Source: an optimization exercise on an open RTL-to-GDS flow (aim: small area, a short achievable clock period and few clock cycles per item). Production flows keep margins and buffers that such runs may drop. RTL that was checked went through simulation tests only; none was proved equivalent to the original. The RTL of runs 3 to 5 was laid out without a check of its function.

==> design.v <==
package sm3Pkg;
	typedef logic [31:0] wordT;
	typedef struct packed {
		wordT a;
		wordT b;
		wordT c;
		wordT d;
		wordT e;
		wordT f;
		wordT g;
		wordT h;
	} stateT;
	localparam int numRounds = 64;
	localparam int lowRounds = 16;
	localparam wordT tLow  = 32'h79cc4519;
	localparam wordT tHigh = 32'h7a879d8a;
	function automatic wordT rotl(input wordT x, input int n);
		rotl = (x << n) | (x >> (32 - n));
	endfunction
	function automatic wordT p0(input wordT x);
		p0 = x ^ rotl(x, 9) ^ rotl(x, 17);
	endfunction
	function automatic wordT p1(input wordT x);
		p1 = x ^ rotl(x, 15) ^ rotl(x, 23);
	endfunction
	function automatic wordT add2(input wordT x, input wordT y);
		logic [31:0] p;
		logic [31:0] g;
		logic [31:0] gp;
		logic [31:0] pp;
		int          k;
		p  = x ^ y;
		g  = x & y;
		gp = g;
		pp = p;
		for (int l = 0; l < 5; l++) begin
			for (int j = 0; j < 32; j++) begin
				if (((j >> l) & 1) == 1) begin
					k = ((j >> (l + 1)) << (l + 1)) + (1 << l) - 1;
					gp[j] = gp[j] | (pp[j] & gp[k]);
					pp[j] = pp[j] & pp[k];
				end
			end
		end
		add2 = p ^ {gp[30:0], 1'b0};
	endfunction
	function automatic wordT add2x(input wordT x, input wordT y, input wordT v);
		logic [31:0] p;
		logic [31:0] g;
		logic [31:0] gp;
		logic [31:0] pp;
		int          k;
		p  = x ^ y;
		g  = x & y;
		gp = g;
		pp = p;
		for (int l = 0; l < 5; l++) begin
			for (int j = 0; j < 32; j++) begin
				if (((j >> l) & 1) == 1) begin
					k = ((j >> (l + 1)) << (l + 1)) + (1 << l) - 1;
					gp[j] = gp[j] | (pp[j] & gp[k]);
					pp[j] = pp[j] & pp[k];
				end
			end
		end
		add2x = (p ^ v) ^ {gp[30:0], 1'b0};
	endfunction
	function automatic wordT add3(input wordT x, input wordT y, input wordT z);
		wordT s;
		wordT c;
		s = x ^ y ^ z;
		c = (x & y) | (x & z) | (y & z);
		add3 = add2(s, {c[30:0], 1'b0});
	endfunction
endpackage
module sm3RoundCtrl (
	input  logic       clk,
	input  logic       enable,
	input  logic       start,
	output logic       accept,
	output logic       high,
	output logic       lastRound,
	output logic       lowLast,
	output logic       busy,
	output logic       done
);
	logic [5:0] roundCnt;
	assign accept    = start & ~busy;
	assign lastRound = busy & (roundCnt == 6'd63);
	assign lowLast   = roundCnt == 6'd15;
	always_ff @(posedge clk) begin
		if (accept) begin
			high <= 1'b0;
		end else if (lowLast) begin
			high <= 1'b1;
		end
	end
	always_ff @(posedge clk or posedge enable) begin
		if (enable) begin
			busy     <= 1'b0;
			done     <= 1'b0;
			roundCnt <= '0;
		end else begin
			done <= lastRound;
			if (accept) begin
				busy     <= 1'b1;
				roundCnt <= '0;
			end else if (busy) begin
				roundCnt <= roundCnt + 1'b1;
				if (lastRound) begin
					busy <= 1'b0;
				end
			end
		end
	end
endmodule
module sm3MsgExpand (
	input  logic          clk,
	input  logic          accept,
	input  logic [511:0]  block,
	output sm3Pkg::wordT  wNext,
	output sm3Pkg::wordT  wNextPrime
);
	logic [511:0] window;
	sm3Pkg::wordT mix;
	sm3Pkg::wordT nextWord;
	always_comb begin
		mix      = window[511:480] ^ window[287:256] ^ sm3Pkg::rotl(window[95:64], 15);
		nextWord = sm3Pkg::p1(mix) ^ sm3Pkg::rotl(window[415:384], 7) ^ window[191:160];
	end
	always_ff @(posedge clk) begin
		if (accept) begin
			window <= block;
		end else begin
			window <= {window[479:0], nextWord};
		end
	end
	assign wNext      = window[479:448];
	assign wNextPrime = window[479:448] ^ window[351:320];
endmodule
module sm3RoundState (
	input  logic              clk,
	input  logic              enable,
	input  logic              accept,
	input  logic              high,
	input  logic              lastRound,
	input  logic              lowLast,
	input  sm3Pkg::stateT     chainIn,
	input  logic [511:0]      block,
	input  sm3Pkg::wordT      wNext,
	input  sm3Pkg::wordT      wNextPrime,
	output sm3Pkg::stateT     chainOut
);
	sm3Pkg::stateT st;
	sm3Pkg::stateT savedChain;
	sm3Pkg::stateT nextSt;
	sm3Pkg::stateT finalSt;
	sm3Pkg::wordT tj;
	sm3Pkg::wordT a12;
	sm3Pkg::wordT ss1;
	sm3Pkg::wordT ss2;
	sm3Pkg::wordT ffv;
	sm3Pkg::wordT ggv;
	sm3Pkg::wordT x1;
	sm3Pkg::wordT x2;
	sm3Pkg::wordT tt1;
	sm3Pkg::wordT tt2;
	sm3Pkg::wordT dIn;
	sm3Pkg::wordT dW;
	sm3Pkg::wordT hIn;
	sm3Pkg::wordT hW;
	always_comb begin
		a12 = sm3Pkg::rotl(st.a, 12);
		ss1 = sm3Pkg::rotl(sm3Pkg::add3(a12, st.e, tj), 7);
		ss2 = ss1 ^ a12;
		if (high) begin
			ffv = (st.a & st.b) | (st.a & st.c) | (st.b & st.c);
			ggv = (st.e & st.f) | (~st.e & st.g);
		end else begin
			ffv = st.a ^ st.b ^ st.c;
			ggv = st.e ^ st.f ^ st.g;
		end
		x1  = sm3Pkg::add2(ffv, st.d);
		x2  = sm3Pkg::add2(ggv, st.h);
		tt1 = sm3Pkg::add2(x1, ss2);
		tt2 = sm3Pkg::add2(x2, ss1);
	end
	always_comb begin
		if (accept) begin
			dIn = chainIn.d;
			dW  = block[511:480] ^ block[383:352];
			hIn = chainIn.h;
			hW  = block[511:480];
		end else begin
			dIn = st.c;
			dW  = wNextPrime;
			hIn = st.g;
			hW  = wNext;
		end
	end
	always_comb begin
		nextSt.a = tt1;
		nextSt.b = st.a;
		nextSt.c = sm3Pkg::rotl(st.b, 9);
		nextSt.d = sm3Pkg::add2(dIn, dW);
		nextSt.e = sm3Pkg::p0(tt2);
		nextSt.f = st.e;
		nextSt.g = sm3Pkg::rotl(st.f, 19);
		nextSt.h = sm3Pkg::add2(hIn, hW);
	end
	always_comb begin
		finalSt   = nextSt ^ savedChain;
		finalSt.a = sm3Pkg::add2x(x1, ss2, savedChain.a);
		finalSt.d = st.c ^ savedChain.d;
		finalSt.e = (tt2 ^ sm3Pkg::rotl(tt2, 9)) ^ (sm3Pkg::rotl(tt2, 17) ^ savedChain.e);
		finalSt.h = st.g ^ savedChain.h;
	end
	always_ff @(posedge clk) begin
		if (accept) begin
			st.a <= chainIn.a;
			st.b <= chainIn.b;
			st.c <= chainIn.c;
			st.e <= chainIn.e;
			st.f <= chainIn.f;
			st.g <= chainIn.g;
			tj   <= sm3Pkg::tLow;
		end else begin
			st.a <= nextSt.a;
			st.b <= nextSt.b;
			st.c <= nextSt.c;
			st.e <= nextSt.e;
			st.f <= nextSt.f;
			st.g <= nextSt.g;
			if (lowLast) begin
				tj <= sm3Pkg::rotl(sm3Pkg::tHigh, 16);
			end else begin
				tj <= sm3Pkg::rotl(tj, 1);
			end
		end
		st.d <= nextSt.d;
		st.h <= nextSt.h;
	end
	always_ff @(posedge clk) begin
		if (accept) begin
			savedChain <= chainIn;
		end
	end
	always_ff @(posedge clk or posedge enable) begin
		if (enable) begin
			chainOut <= '0;
		end else if (lastRound) begin
			chainOut <= finalSt;
		end
	end
endmodule
module sm3Compress (
	input  logic          clk,
	input  logic          enable,
	input  logic          start,
	input  logic [255:0]  chainIn,
	input  logic [511:0]  block,
	output logic [255:0]  chainOut,
	output logic          busy,
	output logic          done
);
	logic         accept;
	logic         high;
	logic         lastRound;
	logic         lowLast;
	sm3Pkg::wordT wNext;
	sm3Pkg::wordT wNextPrime;
	sm3RoundCtrl u_ctrl (
		.clk       (clk),
		.enable    (enable),
		.start     (start),
		.accept    (accept),
		.high      (high),
		.lastRound (lastRound),
		.lowLast   (lowLast),
		.busy      (busy),
		.done      (done)
	);
	sm3MsgExpand u_expand (
		.clk        (clk),
		.accept     (accept),
		.block      (block),
		.wNext      (wNext),
		.wNextPrime (wNextPrime)
	);
	sm3RoundState u_round (
		.clk        (clk),
		.enable     (enable),
		.accept     (accept),
		.high       (high),
		.lastRound  (lastRound),
		.lowLast    (lowLast),
		.chainIn    (chainIn),
		.block      (block),
		.wNext      (wNext),
		.wNextPrime (wNextPrime),
		.chainOut   (chainOut)
	);
endmodule
==> flow/run.sh <==
#!/bin/bash
# The standard layout (standard.sh) with single-strength port buffers and
# a clock tree of clkbuf_8 buffers without dummy balancing loads
set -e
export BUFFER_PORTS_ARGS="-buffer_cell sky130_fd_sc_hd__buf_1"
export CTS_ARGS="-sink_clustering_enable -repair_clock_nets -dont_use_dummy_load -buf_list {sky130_fd_sc_hd__clkbuf_8}"
bash standard.sh > standard.log 2>&1
==> standard.sh <==
#!/bin/bash
# synth_recipe.tcl (not shown) runs the flow's synth.tcl, then flattens the netlist and writes it again
# the make line also repeats each setting of config.mk as NAME=value (left out here)
make -C /OpenROAD-flow-scripts/flow DESIGN_CONFIG=/design/flow/config.mk WORK_HOME=/design/flow/orfs CLKGATE_MAP_FILE= SYNTH_SCRIPT=/design/flow/synth_recipe.tcl "${@:-finish}"
==> config.mk <==
export PLATFORM = sky130hd
export DESIGN_NAME = sm3Compress
export DESIGN_NICKNAME = sm3Compress
export VERILOG_FILES = /design/flow/design.v
export SDC_FILE = /design/flow/constraint.sdc
export NUM_CORES = 4
export LEC_CHECK = 0
export ABC_AREA = 1
export CAP_MARGIN = 20
export CORE_MARGIN = 2
export CORE_UTILIZATION = 50
export PLACE_DENSITY = 0.6
export SETUP_SLACK_MARGIN = 5
export SLEW_MARGIN = 20
==> constraint.sdc <==
create_clock -name core_clock -period 10.0 [get_ports {clk}]
set_input_delay 2.0000 -clock core_clock [delete_from_list [all_inputs] [get_ports {clk}]]
set_output_delay 2.0000 -clock core_clock [all_outputs]
set_load 0.01 [all_outputs]
==> impl_summary.log, run 1 <==
[metrics] run status: no timing/DRC/antenna violations
[metrics] Hold Path Class: flop to flop
[metrics] placed cell count: just under 10k
[metrics] post-place instance area: ~67000 um2
[metrics] number of CTS-inserted buffers: 216
[metrics] data arrival at the endpoint of the critical path: between 5 and 6 ns
[metrics] die span in x: 356 um
[metrics] clk_skew: roughly 0.12 ns
[metrics] pin count of the biggest net entering global routing: 225
[metrics] Iteration-0 DRC Markers: 5273
[metrics] combined area of the multi-input logic cells: 31500 um2
[metrics] number of enable-type register cells in the synthesized netlist: around 260
[metrics] flop2flop setup slack: between 4 and 5 ns
[metrics] DR vias: between 50k and 60k
[metrics] Layout area overhead: 21.3%
[metrics] Hold Crit Start: u_expand.window[378]$_DFF_P_
[metrics] core region area: 123000 um2
[metrics] worst setup path category: flop to flop
[metrics] Relative slew margins: around a quarter
[metrics] nature of the critical path startpoint: flop
[metrics] effective utilization at floorplan: about 50%
[metrics] max_cap viols: 0
[metrics] standard cell with the maximum stage delay on the critical path: sky130_fd_sc_hd__fa_2
[metrics] startpoint of the worst register-to-register path: u_round.st[108]$_DFF_P_
[metrics] aggregate negative setup slack: 0 ns
[metrics] all-layer global routing usage: 39.3%
[metrics] number of warning messages in the yosys log: 3
[metrics] final std cell area, no fill: 75100 um2
[metrics] final wirelength: 259 mm
[metrics] sort of element at the end of the critical path: flop
[metrics] number of buffers added to fix hold violations after cts: 0
[metrics] portion of the post-synthesis area used by sequential elements: ~50%
[metrics] Remaining Overflow, GRT: 0
[metrics] wire length per cell after detailed routing: 25.4 um
[metrics] antenna violations before repair: 29
[metrics] Finished Layout Cells: 10.2k
[metrics] clock slew at the register clock pins of the worst setup and hold paths: 0.06 ns
[metrics] Worst Max-Slew Pin Slew: 1.15 ns
[metrics] Remaining DRCs: 0
[metrics] number of standard-cell rows in the floorplan: about 130
[metrics] post-detailed-route count of antenna-violating nets: 0
[metrics] Top cell by count, worst path: sky130_fd_sc_hd__nand2_4
[metrics] post-synthesis instance total: between 7k and 8k
[metrics] Critical Path Sink: u_round.st[113]$_DFF_P_
[metrics] worst-skew pair later-pin latency: 0.96 ns
[metrics] Reg2Reg Capture Point: u_round.st[113]$_DFF_P_
[metrics] logic depth of the worst register-to-register path: 30
[metrics] final RePlAce weighted congestion: between 0.9 and 1
[metrics] via count of the first global-routing pass: between 50k and 60k
[metrics] share of the core filled with cells: about three fifths
[metrics] layout filler cell count: 11.3k
[metrics] Die Y: approximately 360 um
[metrics] Hold Slack: 0.381 ns
[metrics] share of flip-flops with an asynchronous set or reset: approximately a fifth
[metrics] number of levels the H-tree was split into: 4
[metrics] PortBufs: between 1k and 1.5k
[metrics] Setup violations, final: 0
[metrics] Crit path required time: 10.76 ns
[metrics] TritonCTS clock tree: done
[metrics] proportion of layout cells with a drive suffix above 1: 12.3%
[metrics] delay contributed by the slowest stage of the critical path: around 0.62 ns
[metrics] mean number of vias per cell: around 5.3
[metrics] Post-DP HPWL: 200 mm
[metrics] most frequently used flop master after synthesis: sky130_fd_sc_hd__dfxtp_1
[metrics] number of sinks handled by clock tree synthesis: 1321
[metrics] slack of the critical path: 4.78 ns
[metrics] Yosys reg bits: about 1.3k
[metrics] first-pass iteration count of the detailed router: 6
[metrics] die area: approximately 130000 um2
[metrics] critical path peak fanout: 4
[metrics] Slew Viols, Final: 0
[metrics] area taken by flip-flops and latches: 30500 um2
[metrics] Avg Cell Area, Syn: about 8.4 um2
[metrics] Net Count, Synth: 8447
[metrics] count of unique library cells instantiated by Yosys: 63
[metrics] post-route fraction of the period consumed by the critical path: a little over half
[metrics] net count of the finished layout: approximately 9.6k
[metrics] Hold Violations, Final: 0
[metrics] FMAX: ~190 MHz
[metrics] summed instance area of the synthesized netlist: 61900 um2
[metrics] maximum count of clock buffers along a single path: 3
[metrics] RSZ-0062 raised after global routing: true
[metrics] Setup WS pre-CTS: roughly 3.4 ns
[metrics] final critical delay including setup and external delays: about 5.2 ns
[metrics] total I/O pin count: slightly above 1k
[metrics] library cell used as clock root buffer: sky130_fd_sc_hd__clkbuf_8
[metrics] first-pass GRT wire length: 353 mm
[metrics] beginning of the critical path: u_round.st[108]$_DFF_P_
[area by class of cell]
type	instances	share of cell area [%]
antenna	22	0.0733
clock buffer	216	3.96
inverter	555	2.95
multi-input combinational	5240	42.0
sequential	1321	40.6
tap	1637	2.73
timing repair buffer	1197	7.58
timing repair inverter	4	0.0600
[flip-flops by register name, indices dropped and copies added (netlist names)]
name,flops
u_round.tj,32
u_round.savedChain,256
u_expand.window,512
u_ctrl.roundCnt,6
u_ctrl.done,1
u_round.chainOut,256
u_round.st,256
u_ctrl.high,1
u_ctrl.busy,1
[cell usage after synthesis, types with 50 or more instances]
cell type | count | share of area [%]
sky130_fd_sc_hd__ha_1 | 212 | 4.3
sky130_fd_sc_hd__nor2_1 | 231 | 1.4
sky130_fd_sc_hd__clkbuf_1 | 207 | 1.3
sky130_fd_sc_hd__xnor2_1 | 311 | 4.4
sky130_fd_sc_hd__inv_1 | 542 | 3.3
sky130_fd_sc_hd__nand3_1 | 265 | 2.1
sky130_fd_sc_hd__xor2_1 | 311 | 4.4
sky130_fd_sc_hd__edfxtp_1 | 256 | 12
sky130_fd_sc_hd__dfrtp_1 | 264 | 11
sky130_fd_sc_hd__o21ai_0 | 414 | 3.3
sky130_fd_sc_hd__fa_1 | 97 | 3.1
sky130_fd_sc_hd__dfxtp_1 | 801 | 26
sky130_fd_sc_hd__or2_2 | 50 | 0.51
sky130_fd_sc_hd__a21oi_1 | 208 | 1.7
sky130_fd_sc_hd__nand2_1 | 2849 | 17
[what timing repair did]
| action | 4_1_cts | 5_1_grt |
|---|---|---|
| cloned | 6 | 5 |
| pin swaps | 67 | 245 |
| resized for setup | 286 | 581 |
| setup endpoints to repair | 155 | 145 |
| setup buffers | 45 | 89 |
[per-layer routing]
layer	vias to the layer above	track usage, %	routed length (um)
li1	25467	-	-
met2	2435	65.6	124000
met5	-	0	63
met4	10	24.1	18800
met1	25809	47.7	98600
met3	645	6.09	18300
[critical path, delay by kind of cell, from the launching register on]
kind	cells	cell delay [ns]
AOI/OAI and AO/OA	2	0.28
DFF	1	0.40
adders and majority gates	4	1.75
and+or+nand+nor	16	1.50
buffers and inverters	6	0.65
xor gates and xnor gates	2	0.43
[kinds of logic after synthesis]
group | Yosys count | share of synthesized area (%)
compound gates | 785 | 6.97
xor+xnor | 627 | 8.93
fa+ha+maj | 309 | 7.42
buf+inv | 808 | 4.97
flops | 1321 | 49.0
mux | 2 | 0.0323
simple gates | 3515 | 22.7
[cells in the final DEF (no fill, tap or decap), types with 25 or more instances in the layout]
master                     Yosys  final
sky130_fd_sc_hd__nand3_1     265    175
sky130_fd_sc_hd__buf_4         2    101
sky130_fd_sc_hd__buf_6         1     39
sky130_fd_sc_hd__fa_1         97     87
sky130_fd_sc_hd__or2_2        50     44
sky130_fd_sc_hd__a21oi_1     208    175
sky130_fd_sc_hd__o21ai_1       5     28
sky130_fd_sc_hd__o21ai_0     414    389
sky130_fd_sc_hd__xor2_2        4     29
sky130_fd_sc_hd__nor2_1      231    219
sky130_fd_sc_hd__inv_2        13     33
sky130_fd_sc_hd__clkbuf_8      0    216
sky130_fd_sc_hd__dfrtp_1     264    264
sky130_fd_sc_hd__dfxtp_4       0     37
sky130_fd_sc_hd__nand2_2      32    108
sky130_fd_sc_hd__nand3_2       9     74
sky130_fd_sc_hd__xnor2_1     311    294
sky130_fd_sc_hd__o21bai_1     41     37
sky130_fd_sc_hd__a21oi_2       6     28
sky130_fd_sc_hd__ha_1        212    186
sky130_fd_sc_hd__a21o_1       28     28
sky130_fd_sc_hd__nand3b_1     26     26
sky130_fd_sc_hd__edfxtp_1    256    256
sky130_fd_sc_hd__buf_1        30   1027
sky130_fd_sc_hd__xor2_1      311    276
sky130_fd_sc_hd__nand2_1    2849   2679
sky130_fd_sc_hd__inv_1       542    499
sky130_fd_sc_hd__dfxtp_2       0     30
sky130_fd_sc_hd__nand3_4       0     25
sky130_fd_sc_hd__nand2_4       4     81
sky130_fd_sc_hd__dfxtp_1     801    734
[worst min-delay path by stage]
stage                                         to  slack [ns]  cells past startpoint
global placement    u_expand.window[147]$_DFF_P_        0.41                      2
global route         u_expand.window[91]$_DFF_P_        0.42                      2
floorplan           u_expand.window[128]$_DFF_P_        0.40                      2
detailed placement  u_expand.window[152]$_DFF_P_        0.41                      2
CTS                 u_expand.window[410]$_DFF_P_        0.38                      2
finish              u_expand.window[410]$_DFF_P_        0.38                      2
Testbench counts, summed over its fixed seeds: cycles 12,488, blocks 192.
==> inputs of run 2 (changes only) <==
--- a/config.mk
+++ b/config.mk
@@ -9,6 +9,6 @@
 export CAP_MARGIN = 20
 export CORE_MARGIN = 2
-export CORE_UTILIZATION = 50
-export PLACE_DENSITY = 0.6
+export CORE_UTILIZATION = 60
+export PLACE_DENSITY = 0.62
 export SETUP_SLACK_MARGIN = 5
 export SLEW_MARGIN = 20
==> impl_summary.log, run 2 <==
[metrics] run status: no timing/DRC/antenna violations
[metrics] maximum count of clock buffers along a single path: 3
[metrics] mean number of vias per cell: 5.72
[metrics] via count of the first global-routing pass: ~52k
[metrics] Hold Path Class: flop to flop
[metrics] Iteration-0 DRC Markers: 6967
[metrics] number of buffers added to fix hold violations after cts: 0
[metrics] core region area: between 100000 and 150000 um2
[metrics] final RePlAce weighted congestion: around 1
[metrics] most instantiated library cell after synthesis: sky130_fd_sc_hd__nand2_1
[metrics] summed instance area of the synthesized netlist: 61900 um2
[metrics] Bufs and invs on worst path: 3
[metrics] most common cell after layout, fill and taps aside: sky130_fd_sc_hd__nand2_1
[metrics] pin count of the biggest net entering global routing: 200
[metrics] cell type with the highest aggregate area in the netlist: sky130_fd_sc_hd__dfxtp_1
[metrics] clock slew at the register clock pins of the worst setup and hold paths: about 0.060 ns
[metrics] final wirelength: about 250 mm
[metrics] first-pass GRT wire length: ~350 mm
[metrics] antenna violations before repair: 53
[metrics] die area: 106000 um2
[metrics] nature of the critical path startpoint: flop
[metrics] share of flip-flops with an asynchronous set or reset: 20.0%
[metrics] Reg2Reg Capture Point: u_round.st[112]$_DFF_P_
[metrics] wire length per cell after detailed routing: 25.5 um
[metrics] first-pass iteration count of the detailed router: 7
[metrics] TritonCTS clock tree: done
[metrics] flip-flop count of the largest register after layout: 512
[metrics] library cell used as clock root buffer: sky130_fd_sc_hd__clkbuf_8
[metrics] Yosys reg bits: 1321
[metrics] count of cells along the worst hold path: 2
[metrics] portion of the post-synthesis area used by sequential elements: 49.0%
[metrics] FMAX: around 200 MHz
[metrics] Remaining Overflow, GRT: 0
[metrics] count of unique library cells instantiated by Yosys: between 60 and 70
[metrics] Setup violations, final: 0
[metrics] Net Count, Synth: 8447
[metrics] RSZ-0062 raised after global routing: true
[metrics] critical path's top delay family: simple AND/OR/NAND/NOR gates
[metrics] sort of element at the end of the critical path: flop
[metrics] clk_skew: around 0.12 ns
[metrics] number of levels the H-tree was split into: 4
[metrics] proportion of layout cells with a drive suffix above 1: 10.7%
[metrics] number of CTS-inserted buffers: 207
[metrics] DR vias: 56.5k
[metrics] flop2flop setup slack: 4.96 ns
[metrics] leading post-synthesis cells by cell area: sky130_fd_sc_hd__dfxtp_1 26%, sky130_fd_sc_hd__nand2_1 17%, sky130_fd_sc_hd__edfxtp_1 12%
[metrics] placed cell count: 9540
[metrics] area share of the largest cell type after synthesis: 25.9%
[metrics] Avg Cell Area, Syn: 8.40 um2
[metrics] Slew Viols, Final: 0
[metrics] worst-skew pair later-pin latency: 0.94 ns
[metrics] worst setup path category: flop to flop
[metrics] most frequent cells after synthesis: 2849 x sky130_fd_sc_hd__nand2_1, 801 x sky130_fd_sc_hd__dfxtp_1, 542 x sky130_fd_sc_hd__inv_1
[metrics] layout filler cell count: just over 8k
[metrics] Hold Crit Start: u_expand.window[353]$_DFF_P_
[metrics] Crit path required time: 10.74 ns
[metrics] total I/O pin count: 1029
[metrics] die span in x: 325 um
[metrics] all-layer global routing usage: a little under half
[metrics] Post-DP HPWL: 191 mm
[metrics] post-synthesis instance total: 7367
[metrics] max_cap viols: 0
[metrics] Finished Layout Cells: 9882
[metrics] Remaining DRCs: 0
[metrics] logic depth of the worst register-to-register path: 29
[metrics] PortBufs: 1028
[metrics] number of warning messages in the yosys log: 3
[metrics] register with the highest flop count: u_expand.window
[metrics] post-route fraction of the period consumed by the critical path: 50.4%
[metrics] post-detailed-route count of antenna-violating nets: 0
[metrics] standard cell with the maximum stage delay on the critical path: sky130_fd_sc_hd__fa_2
[metrics] area taken by flip-flops and latches: between 30000 and 40000 um2
[metrics] number of sinks handled by clock tree synthesis: 1321
[metrics] Endpoint, Worst Hold: u_expand.window[385]$_DFF_P_
[metrics] Die Y: 325 um
[metrics] delay contributed by the slowest stage of the critical path: 0.62 ns
[metrics] combined area of the multi-input logic cells: between 30000 and 40000 um2
[metrics] final critical delay including setup and external delays: just over 5 ns
[metrics] Hold Violations, Final: 0
[metrics] Layout area overhead: 18.4%
[metrics] aggregate negative setup slack: 0 ns
[metrics] Top cell by count, worst path: sky130_fd_sc_hd__nand2_2
[metrics] effective utilization at floorplan: 60.7%
[metrics] number of enable-type register cells in the synthesized netlist: ~260
[metrics] number of standard-cell rows in the floorplan: 117
[metrics] startpoint of the worst register-to-register path: u_round.st[100]$_DFF_P_
[metrics] commonest non-fill, non-tap cells in the layout: 2747 x sky130_fd_sc_hd__nand2_1, 1027 x sky130_fd_sc_hd__buf_1, 732 x sky130_fd_sc_hd__dfxtp_1
[metrics] Relative slew margins: 22.0%
[metrics] critical path peak fanout: 6
[metrics] most frequently used flop master after synthesis: sky130_fd_sc_hd__dfxtp_1
[metrics] Worst Max-Slew Pin Slew: 1.17 ns
[metrics] data arrival at the endpoint of the critical path: between 5 and 6 ns
[metrics] net count of the finished layout: about 9.6k
run 2: layout make-up:
class                      count  area share (%)
inverter                     555            2.94
multi-input combinational   5241            41.9
clock buffer                 207            3.89
antenna                       39           0.133
sequential                  1321            41.6
timing repair inverter         2          0.0239
timing repair buffer        1149            7.21
tap                         1368            2.33
run 2: tightest hold or removal path, delay by kind of cell, from the launching register on:
family           cells  cell delay (ns)
DFF                  1             0.30
and+or+nand+nor      2             0.13
run 2: per-layer routing:
layer / GRT usage (%) / share of wire [%] / vias to the layer above
li1: - / - / 25397
met1: 56.1 / 36 / 26532
met2: 70.0 / 44 / 3610
met3: 9.01 / 11 / 921
met4: 35.6 / 9.2 / 16
met5: 0 / 0.039 / -
run 2: timing repair:
| action | in CTS | in global routing |
|---|---|---|
| pin swaps | 37 | 151 |
| endpoints found under the setup margin | 169 | 130 |
| resized for setup | 207 | 419 |
| cloned | 9 | 8 |
| setup buffers | 26 | 53 |
run 2: cell families after synthesis:
family	after synthesis	share of synthesized area, %
buf+inv	808	4.97
flops	1321	49.0
mux	2	0.0323
simple gates	3515	22.7
compound gates	785	6.97
fa+ha+maj	309	7.42
xor+xnor	627	8.93
run 2: worst max-delay path by stage:
stage,start,to,slack [ns],depth (start not counted)
after floorplan,enable,u_ctrl.busy$_DFF_PP0_,4.52,1
after global placement,start,u_round.st[145]$_DFF_P_,3.04,20
after detailed placement,start,u_round.st[145]$_DFF_P_,2.93,20
after CTS,u_round.st[252]$_DFF_P_,u_round.chainOut[105]$_DFFE_PP0P_,4.97,34
after global routing,u_round.st[100]$_DFF_P_,u_round.chainOut[97]$_DFFE_PP0P_,4.76,34
final,u_round.st[100]$_DFF_P_,u_round.st[112]$_DFF_P_,4.96,29
run 2: through the flow:
stage          cell area (um2)  worst slack (ns)  hold slack [ns]  util [%]
2_1_floorplan            62000              4.52            0.403         -
3_3_place_gp             66900              3.04            0.405      65.5
3_5_place_dp             66900              2.93            0.409      65.5
4_1_cts                  70800              4.97            0.393      69.4
5_1_grt                  73300              4.76            0.420      71.8
6_report                 73300              4.96            0.384      71.9
==> inputs of run 3 (changes only) <==
--- a/design.v
+++ b/design.v
@@ -170,14 +170,17 @@
 	sm3Pkg::wordT hIn;
 	sm3Pkg::wordT hW;
+	logic         first;
+	sm3Pkg::wordT eCur;
+	assign eCur = st.e ^ ({32{~first}} & (sm3Pkg::rotl(st.e, 9) ^ sm3Pkg::rotl(st.e, 17)));
 	always_comb begin
 		a12 = sm3Pkg::rotl(st.a, 12);
-		ss1 = sm3Pkg::rotl(sm3Pkg::add3(a12, st.e, tj), 7);
+		ss1 = sm3Pkg::rotl(sm3Pkg::add3(a12, eCur, tj), 7);
 		ss2 = ss1 ^ a12;
 		if (high) begin
 			ffv = (st.a & st.b) | (st.a & st.c) | (st.b & st.c);
-			ggv = (st.e & st.f) | (~st.e & st.g);
+			ggv = (eCur & st.f) | (~eCur & st.g);
 		end else begin
 			ffv = st.a ^ st.b ^ st.c;
-			ggv = st.e ^ st.f ^ st.g;
+			ggv = eCur ^ st.f ^ st.g;
 		end
 		x1  = sm3Pkg::add2(ffv, st.d);
@@ -204,6 +207,6 @@
 		nextSt.c = sm3Pkg::rotl(st.b, 9);
 		nextSt.d = sm3Pkg::add2(dIn, dW);
-		nextSt.e = sm3Pkg::p0(tt2);
-		nextSt.f = st.e;
+		nextSt.e = tt2;
+		nextSt.f = eCur;
 		nextSt.g = sm3Pkg::rotl(st.f, 19);
 		nextSt.h = sm3Pkg::add2(hIn, hW);
@@ -242,4 +245,7 @@
 	end
 	always_ff @(posedge clk) begin
+		first <= accept;
+	end
+	always_ff @(posedge clk) begin
 		if (accept) begin
 			savedChain <= chainIn;
--- a/config.mk
+++ b/config.mk
@@ -10,5 +10,5 @@
 export CORE_MARGIN = 2
 export CORE_UTILIZATION = 60
-export PLACE_DENSITY = 0.62
+export PLACE_DENSITY = 0.7
 export SETUP_SLACK_MARGIN = 5
 export SLEW_MARGIN = 20
==> impl_summary.log, run 3 <==
[metrics] run status: no timing/DRC/antenna violations
[metrics] number of CTS-inserted buffers: 208
[metrics] critical path's top delay family: simple AND/OR/NAND/NOR gates
[metrics] worst-skew pair later-pin latency: 0.90 ns
[metrics] proportion of layout cells with a drive suffix above 1: between 10% and 20%
[metrics] die span in x: 326 um
[metrics] number of buffers added to fix hold violations after cts: 0
[metrics] most instantiated library cell after synthesis: sky130_fd_sc_hd__nand2_1
[metrics] standard cell with the maximum stage delay on the critical path: sky130_fd_sc_hd__dfxtp_4
[metrics] clock slew at the register clock pins of the worst setup and hold paths: roughly 0.06 ns
[metrics] Setup violations, final: 0
[metrics] flop2flop setup slack: 4.41 ns
[metrics] flip-flop count of the largest register after layout: 512
[metrics] Avg Cell Area, Syn: 8.39 um2
[metrics] most used routing layer in global routing: met2
[metrics] met3 demand-to-capacity share in global routing: 10.8%
[metrics] sort of element at the end of the critical path: flop
[metrics] PortBufs: just over 1k
[metrics] number of enable-type register cells in the synthesized netlist: 256
[metrics] Relative slew margins: 24.7%
[metrics] placed cell count: 9594
[metrics] Hold Violations, Final: 0
[metrics] Remaining Overflow, GRT: 0
[metrics] TritonCTS clock tree: done
[metrics] Worst Max-Slew Pin Slew: around 1.1 ns
[metrics] mean number of vias per cell: 5.66
[metrics] worst setup path category: flop to flop
[metrics] logic depth of the worst register-to-register path: 32
[metrics] number of warning messages in the yosys log: 3
[metrics] share of flip-flops with an asynchronous set or reset: between 10% and 20%
[metrics] post-place instance area: around 67000 um2
[metrics] clk_skew: 0.0711 ns
[metrics] portion of the post-synthesis area used by sequential elements: 48.8%
[metrics] delay contributed by the slowest stage of the critical path: 0.38 ns
[metrics] first-pass GRT wire length: 353 mm
[metrics] number of sinks handled by clock tree synthesis: 1322
[metrics] met2 track utilization from global routing: 71.1%
[metrics] most common cell after layout, fill and taps aside: sky130_fd_sc_hd__nand2_1
[metrics] commonest non-fill, non-tap cells in the layout: 2689 x sky130_fd_sc_hd__nand2_1, 1027 x sky130_fd_sc_hd__buf_1, 764 x sky130_fd_sc_hd__dfxtp_1
[metrics] final RePlAce weighted congestion: around 1.1
[metrics] final critical delay including setup and external delays: 5.59 ns
[metrics] RSZ-0062 raised after global routing: true
[metrics] most frequently used flop master after synthesis: sky130_fd_sc_hd__dfxtp_1
[metrics] number of standard-cell rows in the floorplan: around 120
[metrics] antenna violations before repair: 70
[metrics] startpoint of the worst register-to-register path: u_round.first$_DFF_P_
[metrics] Layout area overhead: 21.9%
[metrics] post-route fraction of the period consumed by the critical path: 55.9%
[metrics] aggregate negative setup slack: 0 ns
[metrics] number of levels the H-tree was split into: 4
[metrics] summed instance area of the synthesized netlist: 62100 um2
[metrics] Hold Slack: 0.411 ns
[metrics] Bufs and invs on worst path: 6
[metrics] maximum count of clock buffers along a single path: 3
[metrics] count of cells along the worst hold path: 2
[metrics] die area: 106000 um2
[metrics] register with the highest flop count: u_expand.window
[metrics] count of unique library cells instantiated by Yosys: 59
[metrics] Top cell by count, worst path: sky130_fd_sc_hd__nand2_4
[metrics] Reg2Reg Capture Point: u_round.chainOut[243]$_DFFE_PP0P_
[metrics] Die Y: 326 um
[metrics] area share of the largest cell type after synthesis: 25.8%
[metrics] library cell used as clock root buffer: sky130_fd_sc_hd__clkbuf_8
[metrics] max_cap viols: 0
[metrics] effective utilization at floorplan: 60.3%
[metrics] Finished Layout Cells: 10.0k
[metrics] post-synthesis instance total: 7408
[metrics] DR vias: 56.9k
[metrics] share of the core filled with cells: 73.5%
[metrics] Hold Path Class: flop to flop
[metrics] pin count of the biggest net entering global routing: about 210
[metrics] Remaining DRCs: 0
[metrics] post-detailed-route count of antenna-violating nets: 0
[metrics] final std cell area, no fill: 75800 um2
[metrics] cell type with the highest aggregate area in the netlist: sky130_fd_sc_hd__dfxtp_1
[metrics] grt met1 use: 56.2%
[metrics] total I/O pin count: 1029
[metrics] Hold Crit Start: u_expand.window[423]$_DFF_P_
[metrics] leading post-synthesis cells by cell area: sky130_fd_sc_hd__dfxtp_1 26%, sky130_fd_sc_hd__nand2_1 17%, sky130_fd_sc_hd__edfxtp_1 12%
[metrics] wire length per cell after detailed routing: 25.4 um
[metrics] most frequent cells after synthesis: 2839 x sky130_fd_sc_hd__nand2_1, 802 x sky130_fd_sc_hd__dfxtp_1, 558 x sky130_fd_sc_hd__inv_1
[metrics] Endpoint, Worst Hold: u_expand.window[455]$_DFF_P_
[metrics] Yosys reg bits: 1322
[metrics] final wirelength: 255 mm
[metrics] data arrival at the endpoint of the critical path: 6.37 ns
[metrics] via count of the first global-routing pass: 53.2k
[metrics] net count of the finished layout: roughly 9.7k
[metrics] Net Count, Synth: 8476
[metrics] FMAX: 179 MHz
[metrics] core region area: 103000 um2
[metrics] all-layer global routing usage: 46.2%
[metrics] Crit path required time: 10.78 ns
[metrics] Post-DP HPWL: 195 mm
[metrics] Iteration-0 DRC Markers: about 7.1k
[metrics] nature of the critical path startpoint: flop
[metrics] layout filler cell count: 7958
[metrics] Slew Viols, Final: 0
[metrics] first-pass iteration count of the detailed router: 8
[metrics] critical path peak fanout: 5
==> run 3: final cells by class <==
class	instances	area [um2]	share of cell area [%]
clock buffers	208	2860	3.78
multi-input cells	5265	32200	42.4
flip-flops and latches	1322	30400	40.2
well taps	1380	1730	2.28
diodes	39	97.6	0.129
repair buffers	1266	6220	8.21
repair inverters	4	40.0	0.0528
inverters	565	2220	2.94
==> run 3: worst reg2reg max path: cells and delay by family (launching register included) <==
kind / cells / cell delay (ns)
adder cells (fa/ha/maj): 2 / 0.65
buffers and inverters: 6 / 0.80
XOR/XNOR: 3 / 0.63
flip-flops: 1 / 0.38
AO/OA/AOI/OAI: 5 / 0.94
AND/OR/NAND/NOR: 16 / 2.08
==> run 3: metal layers <==
metal	wire, um	share of wire (%)	vias to the layer above
li1	-	-	25633
met1	90300	35	26697
met2	113000	44	3590
met3	27500	11	961
met4	23800	9.3	40
met5	269	0.11	-
==> run 3: through the flow <==
| stage | worst slack, ns |
|---|---|
| 3_5_place_dp | 3.25 |
| 2_1_floorplan | 4.52 |
| 3_3_place_gp | 3.38 |
| 4_1_cts | 4.64 |
| 6_report | 4.41 |
| 5_1_grt | 4.26 |
==> run 3: what timing repair did <==
action	in CTS	in global routing
pin swaps	189	202
buffers inserted	132	68
setup endpoints to repair	171	153
cloned	5	3
resized for setup	587	297
==> run 3: worst max path at each step <==
stage	to	startpoint	depth (start not counted)
detailed placement	u_round.chainOut[105]$_DFFE_PP0P_	u_round.first$_DFF_P_	30
CTS	u_round.chainOut[112]$_DFFE_PP0P_	u_round.first$_DFF_P_	37
global route	u_round.chainOut[243]$_DFFE_PP0P_	u_round.st[120]$_DFF_P_	48
floorplan	u_ctrl.busy$_DFF_PP0_	enable	1
global placement	u_round.chainOut[114]$_DFFE_PP0P_	u_round.first$_DFF_P_	30
finish	u_round.chainOut[243]$_DFFE_PP0P_	u_round.first$_DFF_P_	32
==> run 3: kinds of logic (layout without fill, tap and decap cells) <==
family                     Yosys count  in the layout  synth area share, %
and+or+nand+nor                   3437           3439                 21.9
DFF                               1322           1322                 48.8
buffers and inverters              823           2043                 5.16
AOI/OAI and AO/OA                  812            812                 6.96
xor gates and xnor gates           715            715                 10.1
adders and majority gates          297            297                 7.01
muxes                                2              2               0.0322
other                                0             39                    0
==> inputs of run 4 (changes only) <==
--- a/design.v
+++ b/design.v
@@ -66,9 +66,9 @@
 		add2x = (p ^ v) ^ {gp[30:0], 1'b0};
 	endfunction
-	function automatic wordT add3(input wordT x, input wordT y, input wordT z);
+	function automatic wordT add3(input wordT x, input wordT y, input wordT z, input wordT zc);
 		wordT s;
 		wordT c;
 		s = x ^ y ^ z;
-		c = (x & y) | (x & z) | (y & z);
+		c = (x & y) | (x & zc) | (y & zc);
 		add3 = add2(s, {c[30:0], 1'b0});
 	endfunction
@@ -157,4 +157,5 @@
 	sm3Pkg::stateT finalSt;
 	sm3Pkg::wordT tj;
+	sm3Pkg::wordT tjCarry;
 	sm3Pkg::wordT a12;
 	sm3Pkg::wordT ss1;
@@ -170,17 +171,14 @@
 	sm3Pkg::wordT hIn;
 	sm3Pkg::wordT hW;
-	logic         first;
-	sm3Pkg::wordT eCur;
-	assign eCur = st.e ^ ({32{~first}} & (sm3Pkg::rotl(st.e, 9) ^ sm3Pkg::rotl(st.e, 17)));
 	always_comb begin
 		a12 = sm3Pkg::rotl(st.a, 12);
-		ss1 = sm3Pkg::rotl(sm3Pkg::add3(a12, eCur, tj), 7);
+		ss1 = sm3Pkg::rotl(sm3Pkg::add3(a12, st.e, tj, tjCarry), 7);
 		ss2 = ss1 ^ a12;
 		if (high) begin
 			ffv = (st.a & st.b) | (st.a & st.c) | (st.b & st.c);
-			ggv = (eCur & st.f) | (~eCur & st.g);
+			ggv = (st.e & st.f) | (~st.e & st.g);
 		end else begin
 			ffv = st.a ^ st.b ^ st.c;
-			ggv = eCur ^ st.f ^ st.g;
+			ggv = st.e ^ st.f ^ st.g;
 		end
 		x1  = sm3Pkg::add2(ffv, st.d);
@@ -207,6 +205,6 @@
 		nextSt.c = sm3Pkg::rotl(st.b, 9);
 		nextSt.d = sm3Pkg::add2(dIn, dW);
-		nextSt.e = tt2;
-		nextSt.f = eCur;
+		nextSt.e = sm3Pkg::p0(tt2);
+		nextSt.f = st.e;
 		nextSt.g = sm3Pkg::rotl(st.f, 19);
 		nextSt.h = sm3Pkg::add2(hIn, hW);
@@ -228,4 +226,5 @@
 			st.g <= chainIn.g;
 			tj   <= sm3Pkg::tLow;
+			tjCarry <= sm3Pkg::tLow;
 		end else begin
 			st.a <= nextSt.a;
@@ -237,6 +236,8 @@
 			if (lowLast) begin
 				tj <= sm3Pkg::rotl(sm3Pkg::tHigh, 16);
+				tjCarry <= sm3Pkg::rotl(sm3Pkg::tHigh, 16);
 			end else begin
 				tj <= sm3Pkg::rotl(tj, 1);
+				tjCarry <= sm3Pkg::rotl(tjCarry, 1);
 			end
 		end
@@ -245,7 +246,4 @@
 	end
 	always_ff @(posedge clk) begin
-		first <= accept;
-	end
-	always_ff @(posedge clk) begin
 		if (accept) begin
 			savedChain <= chainIn;
==> impl_summary.log, run 4 <==
[metrics] TritonCTS clock tree: done
[metrics] maximum count of clock buffers along a single path: 3
[metrics] die span in x: 328 um
[metrics] logic depth of the worst setup path including buffers: 40
[metrics] register with the highest flop count: u_expand.window
[metrics] via count of the first global-routing pass: 53.8k
[metrics] first-pass iteration count of the detailed router: 10
[metrics] Die Y: 328 um
[metrics] post-route fraction of the period consumed by the critical path: 51.6%
[metrics] count of cells along the worst hold path: 2
[metrics] commonest non-fill, non-tap cells in the layout: 2818 x sky130_fd_sc_hd__nand2_1, 1027 x sky130_fd_sc_hd__buf_1, 780 x sky130_fd_sc_hd__dfxtp_1
[metrics] aggregate negative setup slack: 0 ns
[metrics] number of standard-cell rows in the floorplan: 118
[metrics] most frequent cells after synthesis: 2913 x sky130_fd_sc_hd__nand2_1, 833 x sky130_fd_sc_hd__dfxtp_1, 550 x sky130_fd_sc_hd__inv_1
[metrics] worst-skew pair later-pin latency: between 0.9 and 1 ns
[metrics] antenna violations before repair: 50
[metrics] leading post-synthesis cells by cell area: sky130_fd_sc_hd__dfxtp_1 26%, sky130_fd_sc_hd__nand2_1 17%, sky130_fd_sc_hd__edfxtp_1 12%
[metrics] startpoint of the worst register-to-register path: u_round.st[253]$_DFF_P_
[metrics] FMAX: roughly 190 MHz
[metrics] layout filler cell count: between 8k and 9k
[metrics] proportion of layout cells with a drive suffix above 1: 10.5%
[metrics] Net Count, Synth: between 8k and 9k
[metrics] Hold Crit Start: u_expand.window[289]$_DFF_P_
[metrics] data arrival at the endpoint of the critical path: 6.00 ns
[metrics] Crit path required time: 10.84 ns
[metrics] post-synthesis instance total: about 7.6k
[metrics] number of sinks handled by clock tree synthesis: 1353
[metrics] delay contributed by the slowest stage of the critical path: 0.35 ns
[metrics] Endpoint, Worst Hold: u_expand.window[321]$_DFF_P_
[metrics] Compound-Gate Fraction of Synth Area: 7.02%
[metrics] Post-DP HPWL: 196 mm
[metrics] cell type with the highest aggregate area in the netlist: sky130_fd_sc_hd__dfxtp_1
[metrics] sort of element at the end of the critical path: flop
[metrics] grt met1 use: 56.1%
[metrics] count of unique library cells instantiated by Yosys: 61
[metrics] run status: no timing/DRC/antenna violations
[metrics] standard cell with the maximum stage delay on the critical path: sky130_fd_sc_hd__ha_1
[metrics] flop2flop setup slack: 4.84 ns
[metrics] number of buffers added to fix hold violations after cts: 0
[metrics] share of flip-flops with an asynchronous set or reset: 19.5%
[metrics] combinational family with the most area after synthesis: simple AND/OR/NAND/NOR gates
[metrics] number of levels the H-tree was split into: 4
[metrics] number of enable-type register cells in the synthesized netlist: approximately 260
[metrics] most common cell after layout, fill and taps aside: sky130_fd_sc_hd__nand2_1
[metrics] effective utilization at floorplan: about three fifths
[metrics] most frequently used flop master after synthesis: sky130_fd_sc_hd__dfxtp_1
[metrics] Layout area overhead: 19.0%
[metrics] critical path peak fanout: 14
[metrics] final wirelength: 262 mm
[metrics] met2 track utilization from global routing: 70.0%
[metrics] Avg Cell Area, Syn: 8.35 um2
[metrics] final RePlAce weighted congestion: 1.05
[metrics] number of CTS-inserted buffers: 213
[metrics] logic depth of the worst register-to-register path: 40
[metrics] first-pass GRT wire length: 357 mm
[metrics] beginning of the critical path: u_round.st[253]$_DFF_P_
[metrics] total I/O pin count: 1029
[metrics] DR vias: 58.4k
[metrics] flip-flop count of the largest register after layout: between 500 and 600
[metrics] Remaining DRCs: 0
[metrics] max_cap viols: 0
[metrics] area share of the largest cell type after synthesis: 26.4%
[metrics] share of synthesized cell area in full adder, half adder and majority cells: 6.92%
[metrics] Yosys reg bits: 1353
[metrics] Remaining Overflow, GRT: 0
[metrics] Reg2Reg Capture Point: u_round.chainOut[247]$_DFFE_PP0P_
[metrics] Worst Max-Slew Pin Slew: 1.25 ns
[metrics] Setup WS pre-CTS: 3.09 ns
[metrics] mean number of vias per cell: 5.77
[metrics] wire length per cell after detailed routing: 25.9 um
[metrics] portion of the post-synthesis area used by sequential elements: 49.1%
[metrics] clk_skew: 0.106 ns
[metrics] Hold Violations, Final: 0
[metrics] Relative slew margins: 16.1%
[metrics] PortBufs: between 1k and 1.5k
[metrics] core region area: 104000 um2
[metrics] summed instance area of the synthesized netlist: 63100 um2
[metrics] worst setup path category: flop to flop
[metrics] die area: 108000 um2
[metrics] Hold Slack: 0.360 ns
[metrics] number of warning messages in the yosys log: 3
[metrics] Bufs and invs on worst path: 3
[metrics] nature of the critical path startpoint: flop
[metrics] RSZ-0062 raised after global routing: true
[metrics] share of the synthesized netlist area taken by xor and xnor gates: a little under a tenth
[metrics] library cell used as clock root buffer: sky130_fd_sc_hd__clkbuf_8
[metrics] most used routing layer in global routing: met2
[metrics] met3 demand-to-capacity share in global routing: 12.0%
[metrics] slack of the critical path: 4.84 ns
[metrics] Top cell by count, worst path: sky130_fd_sc_hd__nand2_2
[metrics] Hold Path Class: flop to flop
[metrics] final critical delay including setup and external delays: 5.16 ns
[metrics] all-layer global routing usage: a little under half
[metrics] Slew Viols, Final: 0
[metrics] post-synthesis share of cell area spent on and, or, nand and nor gates: between 20% and 30%
[metrics] most instantiated library cell after synthesis: sky130_fd_sc_hd__nand2_1
[metrics] Setup violations, final: 0
[metrics] clock slew at the register clock pins of the worst setup and hold paths: approximately 0.06 ns
[metrics] post-detailed-route count of antenna-violating nets: 0
[metrics] pin count of the biggest net entering global routing: 258
[metrics] critical path's top delay family: simple AND/OR/NAND/NOR gates
[metrics] Iteration-0 DRC Markers: 7349
[metrics] net count of the finished layout: 9800
[metrics] mux share of post-synthesis cell area: 0.0317%
-- run 4: changes by cell type after synthesis, moves of 12 or more --
cell / delta
sky130_fd_sc_hd__dfxtp_1: +31
sky130_fd_sc_hd__o21bai_1: +30
sky130_fd_sc_hd__nor2_1: +35
sky130_fd_sc_hd__ha_1: +31
sky130_fd_sc_hd__xor2_1: -63
sky130_fd_sc_hd__buf_2: -63
sky130_fd_sc_hd__nand2_1: +74
sky130_fd_sc_hd__nand3_1: +56
sky130_fd_sc_hd__nor3_1: -17
sky130_fd_sc_hd__xnor2_1: +12
sky130_fd_sc_hd__clkbuf_1: +60
sky130_fd_sc_hd__o21ai_0: -88
sky130_fd_sc_hd__fa_1: -19
-- run 4: repair_timing --
action	CTS	global route
setup buffers	70	55
gates cloned	11	6
pin swaps	66	129
setup endpoints to repair	188	135
resized for setup	238	376
-- run 4: layer usage --
layer / up-vias / share of wire [%]
met2: 4108 / 43
li1: 26071 / -
met5: - / 0.061
met4: 26 / 9.8
met1: 27123 / 35
met3: 1121 / 12
-- run 4: how the worst max path moves through the flow --
stage                                                    to  slack (ns)
after floorplan                       u_ctrl.busy$_DFF_PP0_        4.52
after global placement              u_round.st[159]$_DFF_P_        3.17
after detailed placement            u_round.st[159]$_DFF_P_        3.09
after CTS                 u_round.chainOut[241]$_DFFE_PP0P_        4.93
after global routing      u_round.chainOut[247]$_DFFE_PP0P_        4.65
final                     u_round.chainOut[247]$_DFFE_PP0P_        4.84
-- run 4: layout make-up --
| class | count | area (um2) | share of cell area (%) |
|---|---|---|---|
| multi-input cells | 5375 | 31100 | 41.5 |
| flip-flops and latches | 1353 | 31100 | 41.5 |
| repair buffers | 1208 | 5780 | 7.69 |
| clock buffers | 213 | 2930 | 3.90 |
| inverters | 563 | 2190 | 2.92 |
| well taps | 1380 | 1730 | 2.30 |
| diodes | 39 | 97.6 | 0.130 |
| repair inverters | 6 | 73.8 | 0.0983 |
-- run 4: metrics by stage --
| stage | area [um2] | utilization (%) | cells |
|---|---|---|---|
| 2_1_floorplan | 63100 | - | 7550 |
| 3_3_place_gp | 68100 | 65.5 | 9741 |
| 3_5_place_dp | 68100 | 65.5 | 9742 |
| 4_1_cts | 72700 | 70.0 | 10036 |
| 5_1_grt | 75100 | 72.2 | 10129 |
| 6_report | 75100 | 72.2 | 10137 |
-- run 4: worst min-delay path, stage by stage (launching register included) --
cell and delay, ns:
sky130_fd_sc_hd__dfxtp_1 0.31, sky130_fd_sc_hd__nand2_1 0.06, sky130_fd_sc_hd__nand2_1 0.06
-- run 4: kinds of logic after synthesis --
| logic type | count (synthesis) |
|---|---|
| muxes | 2 |
| xor gates and xnor gates | 666 |
| adders and majority gates | 309 |
| AOI/OAI and AO/OA | 798 |
| DFF | 1353 |
| buffers and inverters | 824 |
| and+or+nand+nor | 3598 |
==> inputs of run 5 (changes only) <==
--- a/design.v
+++ b/design.v
@@ -25,51 +25,11 @@
 	endfunction
 	function automatic wordT add2(input wordT x, input wordT y);
-		logic [31:0] p;
-		logic [31:0] g;
-		logic [31:0] gp;
-		logic [31:0] pp;
-		int          k;
-		p  = x ^ y;
-		g  = x & y;
-		gp = g;
-		pp = p;
-		for (int l = 0; l < 5; l++) begin
-			for (int j = 0; j < 32; j++) begin
-				if (((j >> l) & 1) == 1) begin
-					k = ((j >> (l + 1)) << (l + 1)) + (1 << l) - 1;
-					gp[j] = gp[j] | (pp[j] & gp[k]);
-					pp[j] = pp[j] & pp[k];
-				end
-			end
-		end
-		add2 = p ^ {gp[30:0], 1'b0};
+		add2 = x + y;
 	endfunction
 	function automatic wordT add2x(input wordT x, input wordT y, input wordT v);
-		logic [31:0] p;
-		logic [31:0] g;
-		logic [31:0] gp;
-		logic [31:0] pp;
-		int          k;
-		p  = x ^ y;
-		g  = x & y;
-		gp = g;
-		pp = p;
-		for (int l = 0; l < 5; l++) begin
-			for (int j = 0; j < 32; j++) begin
-				if (((j >> l) & 1) == 1) begin
-					k = ((j >> (l + 1)) << (l + 1)) + (1 << l) - 1;
-					gp[j] = gp[j] | (pp[j] & gp[k]);
-					pp[j] = pp[j] & pp[k];
-				end
-			end
-		end
-		add2x = (p ^ v) ^ {gp[30:0], 1'b0};
-	endfunction
-	function automatic wordT add3(input wordT x, input wordT y, input wordT z, input wordT zc);
-		wordT s;
-		wordT c;
-		s = x ^ y ^ z;
-		c = (x & y) | (x & zc) | (y & zc);
-		add3 = add2(s, {c[30:0], 1'b0});
+		add2x = (x + y) ^ v;
+	endfunction
+	function automatic wordT add3(input wordT x, input wordT y, input wordT z);
+		add3 = x + y + z;
 	endfunction
 endpackage
@@ -157,5 +117,4 @@
 	sm3Pkg::stateT finalSt;
 	sm3Pkg::wordT tj;
-	sm3Pkg::wordT tjCarry;
 	sm3Pkg::wordT a12;
 	sm3Pkg::wordT ss1;
@@ -173,5 +132,5 @@
 	always_comb begin
 		a12 = sm3Pkg::rotl(st.a, 12);
-		ss1 = sm3Pkg::rotl(sm3Pkg::add3(a12, st.e, tj, tjCarry), 7);
+		ss1 = sm3Pkg::rotl(sm3Pkg::add3(a12, st.e, tj), 7);
 		ss2 = ss1 ^ a12;
 		if (high) begin
@@ -226,5 +185,4 @@
 			st.g <= chainIn.g;
 			tj   <= sm3Pkg::tLow;
-			tjCarry <= sm3Pkg::tLow;
 		end else begin
 			st.a <= nextSt.a;
@@ -236,8 +194,6 @@
 			if (lowLast) begin
 				tj <= sm3Pkg::rotl(sm3Pkg::tHigh, 16);
-				tjCarry <= sm3Pkg::rotl(sm3Pkg::tHigh, 16);
 			end else begin
 				tj <= sm3Pkg::rotl(tj, 1);
-				tjCarry <= sm3Pkg::rotl(tjCarry, 1);
 			end
 		end
==> impl_summary.log, run 5 <==
[metrics] run status: no timing/DRC/antenna violations
[metrics] Worst Max-Slew Pin Slew: roughly 1.3 ns
[metrics] number of CTS-inserted buffers: ~200
[metrics] pin count of the biggest net entering global routing: 267
[metrics] die area: ~110000 um2
[metrics] flip-flop count of the largest register after layout: 512
[metrics] via count of the first global-routing pass: 58.3k
[metrics] first-pass GRT wire length: about 380 mm
[metrics] number of sinks handled by clock tree synthesis: between 1k and 1.5k
[metrics] Post-DP HPWL: about 210 mm
[metrics] post-synthesis instance total: 7499
[metrics] share of flip-flops with an asynchronous set or reset: 20.0%
[metrics] final RePlAce weighted congestion: approximately 1.1
[metrics] share of the synthesized netlist area taken by xor and xnor gates: about 9%
[metrics] mux share of post-synthesis cell area: 0.0322%
[metrics] worst setup path category: flop to flop
[metrics] RSZ-0062 raised after global routing: true
[metrics] core region area: 103000 um2
[metrics] post-route fraction of the period consumed by the critical path: between 50 and 60%
[metrics] DR vias: 62.8k
[metrics] most frequently used flop master after synthesis: sky130_fd_sc_hd__dfxtp_1
[metrics] area share of the largest cell type after synthesis: between 20% and 30%
[metrics] slack of the critical path: around 4.2 ns
[metrics] data arrival at the endpoint of the critical path: 6.59 ns
[metrics] sort of element at the end of the critical path: flop
[metrics] final wirelength: around 290 mm
[metrics] Avg Cell Area, Syn: 8.30 um2
[metrics] max_cap viols: 0
[metrics] library cell used as clock root buffer: sky130_fd_sc_hd__clkbuf_8
[metrics] layout filler cell count: 7034
[metrics] standard cell with the maximum stage delay on the critical path: sky130_fd_sc_hd__fa_1
[metrics] most frequent cells after synthesis: 3060 x sky130_fd_sc_hd__nand2_1, 801 x sky130_fd_sc_hd__dfxtp_1, 499 x sky130_fd_sc_hd__o21ai_0
[metrics] Net Count, Synth: 8553
[metrics] most common cell after layout, fill and taps aside: sky130_fd_sc_hd__nand2_1
[metrics] worst-skew pair later-pin latency: 0.94 ns
[metrics] clk_skew: 0.104 ns
[metrics] Yosys reg bits: between 1k and 1.5k
[metrics] leading post-synthesis cells by cell area: sky130_fd_sc_hd__dfxtp_1 26%, sky130_fd_sc_hd__nand2_1 18%, sky130_fd_sc_hd__edfxtp_1 12%
[metrics] antenna violations before repair: 45
[metrics] TritonCTS clock tree: done
[metrics] Slew Viols, Final: 0
[metrics] post-synthesis share of cell area spent on and, or, nand and nor gates: 23.3%
[metrics] Hold Violations, Final: 0
[metrics] clock slew at the register clock pins of the worst setup and hold paths: ~0.08 ns
[metrics] Setup violations, final: 0
[metrics] Top cell by count, worst path: sky130_fd_sc_hd__nand2_2
[metrics] first-pass iteration count of the detailed router: 10
[metrics] Relative slew margins: between 10% and 20%
[metrics] mean number of vias per cell: 6.22
[metrics] Layout area overhead: 23.1%
[metrics] register with the highest flop count: u_expand.window
[metrics] Setup WS pre-CTS: 3.01 ns
[metrics] number of warning messages in the yosys log: 3
[metrics] cell type with the highest aggregate area in the netlist: sky130_fd_sc_hd__dfxtp_1
[metrics] area taken by flip-flops and latches: between 30000 and 40000 um2
[metrics] post-detailed-route count of antenna-violating nets: 0
[metrics] most instantiated library cell after synthesis: sky130_fd_sc_hd__nand2_1
[metrics] Remaining Overflow, GRT: 0
[metrics] combined area of the multi-input logic cells: ~34000 um2
[metrics] FMAX: 171 MHz
[metrics] wire length per cell after detailed routing: 28.7 um
[metrics] die span in x: 326 um
[metrics] portion of the post-synthesis area used by sequential elements: 48.7%
[metrics] effective utilization at floorplan: about three fifths
[metrics] proportion of layout cells with a drive suffix above 1: 13.8%
[metrics] total I/O pin count: around 1.0k
[metrics] count of unique library cells instantiated by Yosys: 59
[metrics] all-layer global routing usage: around half
[metrics] final critical delay including setup and external delays: 5.84 ns
[metrics] Die Y: 326 um
[metrics] nature of the critical path startpoint: flop
[metrics] delay contributed by the slowest stage of the critical path: 0.54 ns
[metrics] Iteration-0 DRC Markers: ~10k
[metrics] critical path peak fanout: 6
[metrics] number of standard-cell rows in the floorplan: 118
[metrics] number of levels the H-tree was split into: 4
[metrics] Hold Path Class: flop to flop
[metrics] commonest non-fill, non-tap cells in the layout: 2820 x sky130_fd_sc_hd__nand2_1, 1027 x sky130_fd_sc_hd__buf_1, 743 x sky130_fd_sc_hd__dfxtp_1
[metrics] aggregate negative setup slack: 0 ns
[metrics] summed instance area of the synthesized netlist: 62200 um2
[metrics] net count of the finished layout: 9727
[metrics] maximum count of clock buffers along a single path: 3
[metrics] Compound-Gate Fraction of Synth Area: 7.42%
[metrics] number of enable-type register cells in the synthesized netlist: 256
[metrics] Remaining DRCs: 0
[metrics] combinational family with the most area after synthesis: simple AND/OR/NAND/NOR gates
[metrics] share of synthesized cell area in full adder, half adder and majority cells: 7.26%
[metrics] PortBufs: 1028
[metrics] Crit path required time: 10.75 ns
## run 5: critical path, delay by kind of cell (launching register included)
family                   cells  cell delay, ns
flip-flops                   1            0.38
buffers and inverters        4            0.40
AO/OA/AOI/OAI                5            0.76
AND/OR/NAND/NOR             19            2.12
adder cells (fa/ha/maj)      5            1.98
## run 5: path summary, 6_finish.rpt
kind	start	to	slack, ns	depth (start not counted)
min	u_expand.window[226]$_DFF_P_	u_expand.window[258]$_DFF_P_	0.37	2
max reg2reg	u_round.st[245]$_DFF_P_	u_round.st[117]$_DFF_P_	4.16	33
min reg2reg	u_expand.window[226]$_DFF_P_	u_expand.window[258]$_DFF_P_	0.37	2
max in group asynchronous	enable	u_round.chainOut[98]$_DFFE_PP0P_	6.87	4
max	u_round.st[245]$_DFF_P_	u_round.st[117]$_DFF_P_	4.16	33
min in group asynchronous	enable	u_round.chainOut[78]$_DFFE_PP0P_	1.15	2
## run 5: through the flow
step	cells	hold WS [ns]	area, um2	util [%]
finish	10090	0.366	76600	74.2
global route	10074	0.389	76500	74.2
CTS	9979	0.369	74200	71.9
detailed placement	9683	0.409	67100	65.0
global placement	9683	0.405	67100	65.0
floorplan	7499	0.403	62200	-
## run 5: timing repair
item	4_1_cts	5_1_grt
hold buffers	0	0
pin swaps	222	192
setup buffers	93	67
setup endpoints to repair	177	147
gates resized for setup	846	363
cloned	1	5
## run 5: kinds of logic after synthesis
family,count (synthesis)
buffers and inverters,731
multiplexers,2
flip-flops,1321
XOR/XNOR,617
adder cells (fa/ha/maj),283
AND/OR/NAND/NOR,3680
AO/OA/AOI/OAI,865
## run 5: metal layers
layer  GRT usage (%)  routed length, um  vias up
met5           0.177                238        -
met4            44.6              34900       18
met3            14.5              39300     2007
met2            74.7             122000     5721
met1            57.7              93200    29024
li1                -                  -    25987
## run 5: final cells by class
cell class,instances,share of cell area [%]
Multi-Input combinational cell,5448,43.9
Sequential cell,1321,39.8
Clock buffer,202,3.63
Timing Repair Buffer,1222,7.76
Tap cell,1380,2.26
Antenna cell,39,0.127
Timing Repair inverter,1,0.0114
Inverter,477,2.44

## separate check: timing with driven ports
How much do the figures lean on ideal ports? The routed layouts below were timed once more, with nothing changed but the port constraints. Step 1: set_driving_cell puts a clkbuf_16 on clk and a buf_2 on each other input, an assumption about the parent block. Step 2 also shifts input and output timing later by t, the mid clock arrival at the registers, as if the neighbouring blocks saw the same clock. a / b / c = ideal / step 1 / step 2; a / b = the first two.
run	t, ns	setup slack, ns	worst hold slack (ns)	latest minus earliest clock arrival (ns)	pins driven straight from the clock port
run 1	0.984	4.779 / 4.779 / 4.224	0.381 / 0.381 / 0.381	0.124 / 0.124	1
run 2	0.944	4.964 / 4.964 / 4.133	0.384 / 0.384 / 0.384	0.125 / 0.125	1
run 3	0.964	4.407 / 4.407 / 4.262	0.411 / 0.411 / 0.411	0.104 / 0.104	1
run 4	0.962	4.841 / 4.841 / 4.200	0.360 / 0.360 / 0.360	0.117 / 0.117	1
run 5	0.968	4.161 / 4.161 / 4.061	0.366 / 0.366 / 0.366	0.105 / 0.105	1
After both steps every run listed still meets setup and hold. The setup slack of run 2, which loses most, moves by 0.000 ns with the drivers and by -0.831 ns with both steps.
